This design comes from an exercise in tuning for small area, a short achievable clock period and few clock cycles per item on the open sky130 flow, not from production work.
The RTL was checked by simulation tests, not by an equivalence proof against the original design.

File: flow/design.v
module mdct_resonator_bank #(
    parameter int DW   = 32,
    parameter int CW   = 16,
    parameter int FRAC = 14,
    parameter int NCH  = 4,
    parameter int SAT  = 1,
    parameter int LW   = 16,
    localparam int CHW = (NCH > 1) ? $clog2(NCH) : 1
) (
    input  logic              clk_in,
    input  logic              rst_sys,
    input  logic              start,
    input  logic              abort,
    input  logic [LW-1:0]     frame_len,
    input  logic [NCH*CW-1:0] coef,
    input  logic [DW-1:0]     init_s1,
    input  logic [DW-1:0]     init_s2,
    input  logic              s_valid,
    output logic              s_ready,
    input  logic [DW-1:0]     s_data,
    output logic              m_valid,
    input  logic              m_ready,
    output logic [DW-1:0]     m_data,
    output logic [CHW-1:0]    m_chan,
    output logic              m_last,
    output logic              busy,
    output logic              done
);
    localparam int PW = DW + CW;
    localparam int YW = DW + CW + 2;
    localparam logic signed [YW-1:0] YMAX = {{(YW-DW+1){1'b0}}, {(DW-1){1'b1}}};
    localparam logic signed [YW-1:0] YMIN = {{(YW-DW+1){1'b1}}, {(DW-1){1'b0}}};
    typedef enum logic [1:0] {S_IDLE, S_WAIT, S_CALC, S_DRAIN} state_t;
    state_t state, state_nx;
    logic signed [DW-1:0] s1 [NCH];
    logic signed [DW-1:0] s2 [NCH];
    logic signed [DW-1:0] x_reg;
    logic [LW-1:0]        cnt;
    logic [CHW-1:0]       ch;
    logic                 last_ch;
    logic signed [CW-1:0] c_sel;
    logic signed [DW-1:0] s1_sel;
    logic signed [DW-1:0] s2_sel;
    logic signed [PW-1:0] prod;
    logic signed [PW-1:0] q;
    logic signed [YW-1:0] y_full;
    logic signed [DW-1:0] y_out;
    assign last_ch = (ch == CHW'(NCH - 1));
    always_comb begin
        c_sel  = coef[int'(ch)*CW +: CW];
        s1_sel = s1[ch];
        s2_sel = s2[ch];
        prod   = c_sel * s1_sel;
        q      = prod >>> FRAC;
        y_full = {{(YW-DW){x_reg[DW-1]}}, x_reg}
               + {{(YW-PW){q[PW-1]}}, q}
               - {{(YW-DW){s2_sel[DW-1]}}, s2_sel};
        y_out  = y_full[DW-1:0];
        if (SAT != 0) begin
            if (y_full > YMAX)
                y_out = YMAX[DW-1:0];
            else if (y_full < YMIN)
                y_out = YMIN[DW-1:0];
        end
    end
    always_ff @(posedge clk_in or posedge rst_sys) begin
        if (rst_sys)
            state <= S_IDLE;
        else
            state <= state_nx;
    end
    always_comb begin
        state_nx = state;
        s_ready  = 1'b0;
        m_valid  = 1'b0;
        m_last   = 1'b0;
        m_data   = '0;
        m_chan   = '0;
        busy     = (state != S_IDLE);
        case (state)
            S_IDLE: begin
                if (start)
                    state_nx = (frame_len != '0) ? S_WAIT : S_DRAIN;
            end
            S_WAIT: begin
                s_ready = !abort;
                if (s_valid)
                    state_nx = S_CALC;
            end
            S_CALC: begin
                if (last_ch)
                    state_nx = (cnt == LW'(1)) ? S_DRAIN : S_WAIT;
            end
            S_DRAIN: begin
                m_valid = !abort;
                m_data  = s1[ch];
                m_chan  = ch;
                m_last  = last_ch;
                if (m_ready && last_ch)
                    state_nx = S_IDLE;
            end
            default: state_nx = S_IDLE;
        endcase
        if (abort)
            state_nx = S_IDLE;
    end
    always_ff @(posedge clk_in or posedge rst_sys) begin
        if (rst_sys) begin
            for (int unsigned i = 0; i < NCH; i++) begin
                s1[i] <= '0;
                s2[i] <= '0;
            end
            x_reg <= '0;
            cnt   <= '0;
            ch    <= '0;
            done  <= 1'b0;
        end else begin
            done <= 1'b0;
            if (!abort) begin
                case (state)
                    S_IDLE: begin
                        if (start) begin
                            cnt <= frame_len;
                            ch  <= '0;
                            for (int unsigned i = 0; i < NCH; i++) begin
                                s1[i] <= init_s1;
                                s2[i] <= init_s2;
                            end
                        end
                    end
                    S_WAIT: begin
                        if (s_valid) begin
                            x_reg <= s_data;
                            ch    <= '0;
                        end
                    end
                    S_CALC: begin
                        s1[ch] <= y_out;
                        s2[ch] <= s1_sel;
                        if (last_ch) begin
                            cnt <= cnt - LW'(1);
                            ch  <= '0;
                        end else begin
                            ch <= ch + CHW'(1);
                        end
                    end
                    S_DRAIN: begin
                        if (m_ready) begin
                            if (last_ch) begin
                                done <= 1'b1;
                                ch   <= '0;
                            end else begin
                                ch <= ch + CHW'(1);
                            end
                        end
                    end
                    default: ;
                endcase
            end
        end
    end
endmodule
File: flow/run.sh
#!/bin/bash
# synth_recipe.tcl (not shown) runs the flow's synth.tcl, then flattens the netlist and writes it again
# the make line also repeats each setting of config.mk as NAME=value (left out here)
make -C /OpenROAD-flow-scripts/flow DESIGN_CONFIG=/design/flow/config.mk WORK_HOME=/design/flow/orfs CLKGATE_MAP_FILE= SYNTH_SCRIPT=/design/flow/synth_recipe.tcl finish
File: flow/config.mk
export PLATFORM = sky130hd
export DESIGN_NAME = mdct_resonator_bank
export DESIGN_NICKNAME = mdct_resonator_bank
export VERILOG_FILES = /design/flow/design.v
export SDC_FILE = /design/flow/constraint.sdc
export NUM_CORES = 4
export LEC_CHECK = 0
export CAP_MARGIN = 20
export CORE_MARGIN = 2
export CORE_UTILIZATION = 40
export SLEW_MARGIN = 20
File: flow/constraint.sdc
create_clock -name core_clock -period 13.0 [get_ports {clk_in}]
set_input_delay 2.6000 -clock core_clock [delete_from_list [all_inputs] [get_ports {clk_in}]]
set_output_delay 2.6000 -clock core_clock [all_outputs]
set_load 0.01 [all_outputs]
==> qor.txt <==
vias in the first global route: 29000
MaxCap Viol Count: 0
Req. time, crit path: 13.47 ns
status: no timing/DRC/antenna violations
Fin. Hold Viols: 0
Yosys top cell by area: fa_1
critical-path maximum fanout: 20
CP endpoint kind: flop
total grt overflow: 0
largest net degree at the start of global routing: 85
YS warnings: 3
commonest cells after routing, fill and taps aside: nand2_1 (658), inv_1 (603), fa_1 (519)
final period utilization: 0.956
post-DP HPWL: 90800 um
flop and latch count out of synthesis: 309
Most common cell on crit path: fa_1
Synth Flop Type: dfrtp_1
register area share after synthesis: 0.222
top cells by area, synth: fa_1 (30%), dfrtp_1 (22%), nand2_1 (7.1%)
antenna viol nets, final: 0
CTS tree: done
Starting DRT DRC Count: 2443
Mapped Cells: 3909
Slew HR: 0.226
gpl congestion: 0.922
Hold WC Path Type: reg -> reg
Crit Path Category: in -> reg
first-pass GRT wire length: 176000 um
DIE HEIGHT: 299 um
buffer count from post-CTS setup fixing: 0
cts bufs inserted: 30
DIE AREA: 0.0895 mm2
row count: 108
Fmax achieved: 80.4 MHz
Synthesized Nets: 4763
Clock Tree Buf Depth: 3
GRT Total Usage: 0.258
CP Launch Type: primary input
Die W: 299 um
CP max stage delay: 0.59 ns
ys async rst share: 1.00
Min Clock Period, post-route: 12.43 ns
DR pass1 iterations: 6
Synth Cell Area: 0.0348 mm2
Setup violations, final: 0
Post-CTS Resized: 0
CP bufs+invs: 5
routed wire length: 114000 um
clock-pin slew on the worst setup and hold paths: 0.06 ns
Total Nets Final: 5004
clk sinks: 309
io pins: 221
Synth top area share: 0.298
P&R area growth vs syn: 16.0%
CP arrival: 12.90 ns
number of port buffers: 220
synth unique cells: 84
pre-CTS setup slack: -0.0703 ns
number of remaining DRC errors: 0
drt via density: 5.37
Slew Limit Fails: 0
H-Tree Depth: 1
Post-CTS Hold Buffers: 0
post-route setup slack: 0.566 ns
setup tns final: 0 ns
unrepaired setup endpoints after global routing: false
Syn Area/Cell: 8.91 um2
fraction of layout cells with a size suffix above 1: 0.0973
worst-margin pin slew: 1.13 ns
Initial Util: 0.403
number of synthesized flops with an enable pin: 0
Avg WL per Cell: 21.4 um
initial antenna violation count: 8
Crit-path slowest cell: fa_1
core region area: 0.0865 mm2
Clock Latency Late Sink: 0.59 ns
root buf cell: clkbuf_16
kind of cell adding the most delay to the critical path: adder cells
commonest non-fill, non-tap cell in the layout: nand2_1
routed vias: 28600
clk_skew: 0.0169 ns
-- through the flow --
stage / cell area (um2) / hold WS, ns / std cells / utilization
3_3_place_gp: 39400 / 0.457 / 5273 / 0.455
6_report: 40400 / 0.475 / 5327 / 0.467
5_1_grt: 40400 / 0.494 / 5327 / 0.467
4_1_cts: 40400 / 0.480 / 5326 / 0.467
2_1_floorplan: 34800 / 0.445 / 3909 / -
3_5_place_dp: 39400 / 0.464 / 5273 / 0.455
-- final timing paths --
| path | from | endpoint | slack, ns | depth (start not counted) |
|---|---|---|---|---|
| max | coef[50] | s1[3][8]$_DFFE_PP0P_ | 0.57 | 37 |
| min | s2[0][26]$_DFFE_PP0P_ | s2[0][26]$_DFFE_PP0P_ | 0.48 | 2 |
| max reg2reg | ch[0]$_DFFE_PP0P_ | s1[3][8]$_DFFE_PP0P_ | 1.01 | 40 |
| min reg2reg | s2[0][26]$_DFFE_PP0P_ | s2[0][26]$_DFFE_PP0P_ | 0.48 | 2 |
| max in group asynchronous | rst_sys | ch[0]$_DFFE_PP0P_ | 9.04 | 3 |
| min in group asynchronous | rst_sys | x_reg[19]$_DFFE_PP0P_ | 2.50 | 2 |
-- final cells by class --
| cell class | count | area [um2] |
|---|---|---|
| Timing Repair Buffer | 403 | 3780 |
| Fill cell | 8465 | 46100 |
| Tap cell | 1155 | 1450 |
| Antenna cell | 1 | 2.50 |
| Multi-Input combinational cell | 2800 | 24200 |
| Clock buffer | 49 | 953 |
| Clock inverter | 4 | 45.0 |
| Inverter | 606 | 2280 |
| Sequential cell | 309 | 7730 |
-- logic make-up (layout without fill, tap and decap cells) --
group,count (synthesis),count (layout),share of synthesized area
buffers and inverters,800,1062,0.0870
other,0,1,0
AND/OR/NAND/NOR,1213,1213,0.142
AO/OA/AOI/OAI,675,675,0.123
XOR/XNOR,74,74,0.0186
adder cells (fa/ha/maj),672,672,0.353
flip-flops,309,309,0.222
multiplexers,166,166,0.0536
-- synthesized netlist by cell type (22+ instances only) --
library cell,count
dfrtp_1,309
o21ai_0,225
a31oi_1,32
o21ai_1,45
xnor2_1,50
fa_1,519
a21oi_1,129
ha_1,153
nand3_1,40
inv_1,604
mux2i_1,46
o21a_1,24
nand2_1,660
nor3_1,25
o31ai_1,28
mux2_2,115
xor2_1,24
clkbuf_1,162
a222oi_1,32
nor2_1,381
a22oi_1,35
nand4_1,22
a21o_1,33
-- tightest hold or removal path, delay by kind of cell, from the launching register on --
family / cells / cell delay (ns)
flops: 1 / 0.33
compound gates: 1 / 0.06
simple gates: 1 / 0.05
-- routing by layer --
layer  track usage  wire, um  up-vias
li1              -         -    13000
met1         0.350     47600    14400
met2         0.424     54200      997
met3        0.0441      8430      175
met4        0.0746      3690        6
met5             0        41        -
Testbench counts, summed over its fixed seeds: cycles 22,908, samples 4,452.

## separate check: timing with driven ports
The flow's constraints put no driver on any port. The routed layout listed below was extracted and timed again, unchanged, in two steps. Step 1 assumes that a clkbuf_16 drives the clock port and a buf_2 every other input. Step 2, shift: input delay + t, output delay - t, t = (earliest + latest rising clock arrival at the registers) / 2. This alone moves slack from input paths to output paths. a / b / c = ideal / step 1 / step 2; a / b = the first two.
shift t [ns]: 0.631
setup slack, ns: 0.566 / 0.589 / -0.042
worst setup path after step 2: input to register
worst register clock-pin slew, ns: 0.07 / 0.07
worst slew at a driven data input, ns: 0.08
Met with ideal ports but missed after step 2: setup timing in this run. For this run, drivers alone change the setup slack by +0.023 ns; drivers and shift together by -0.608 ns.
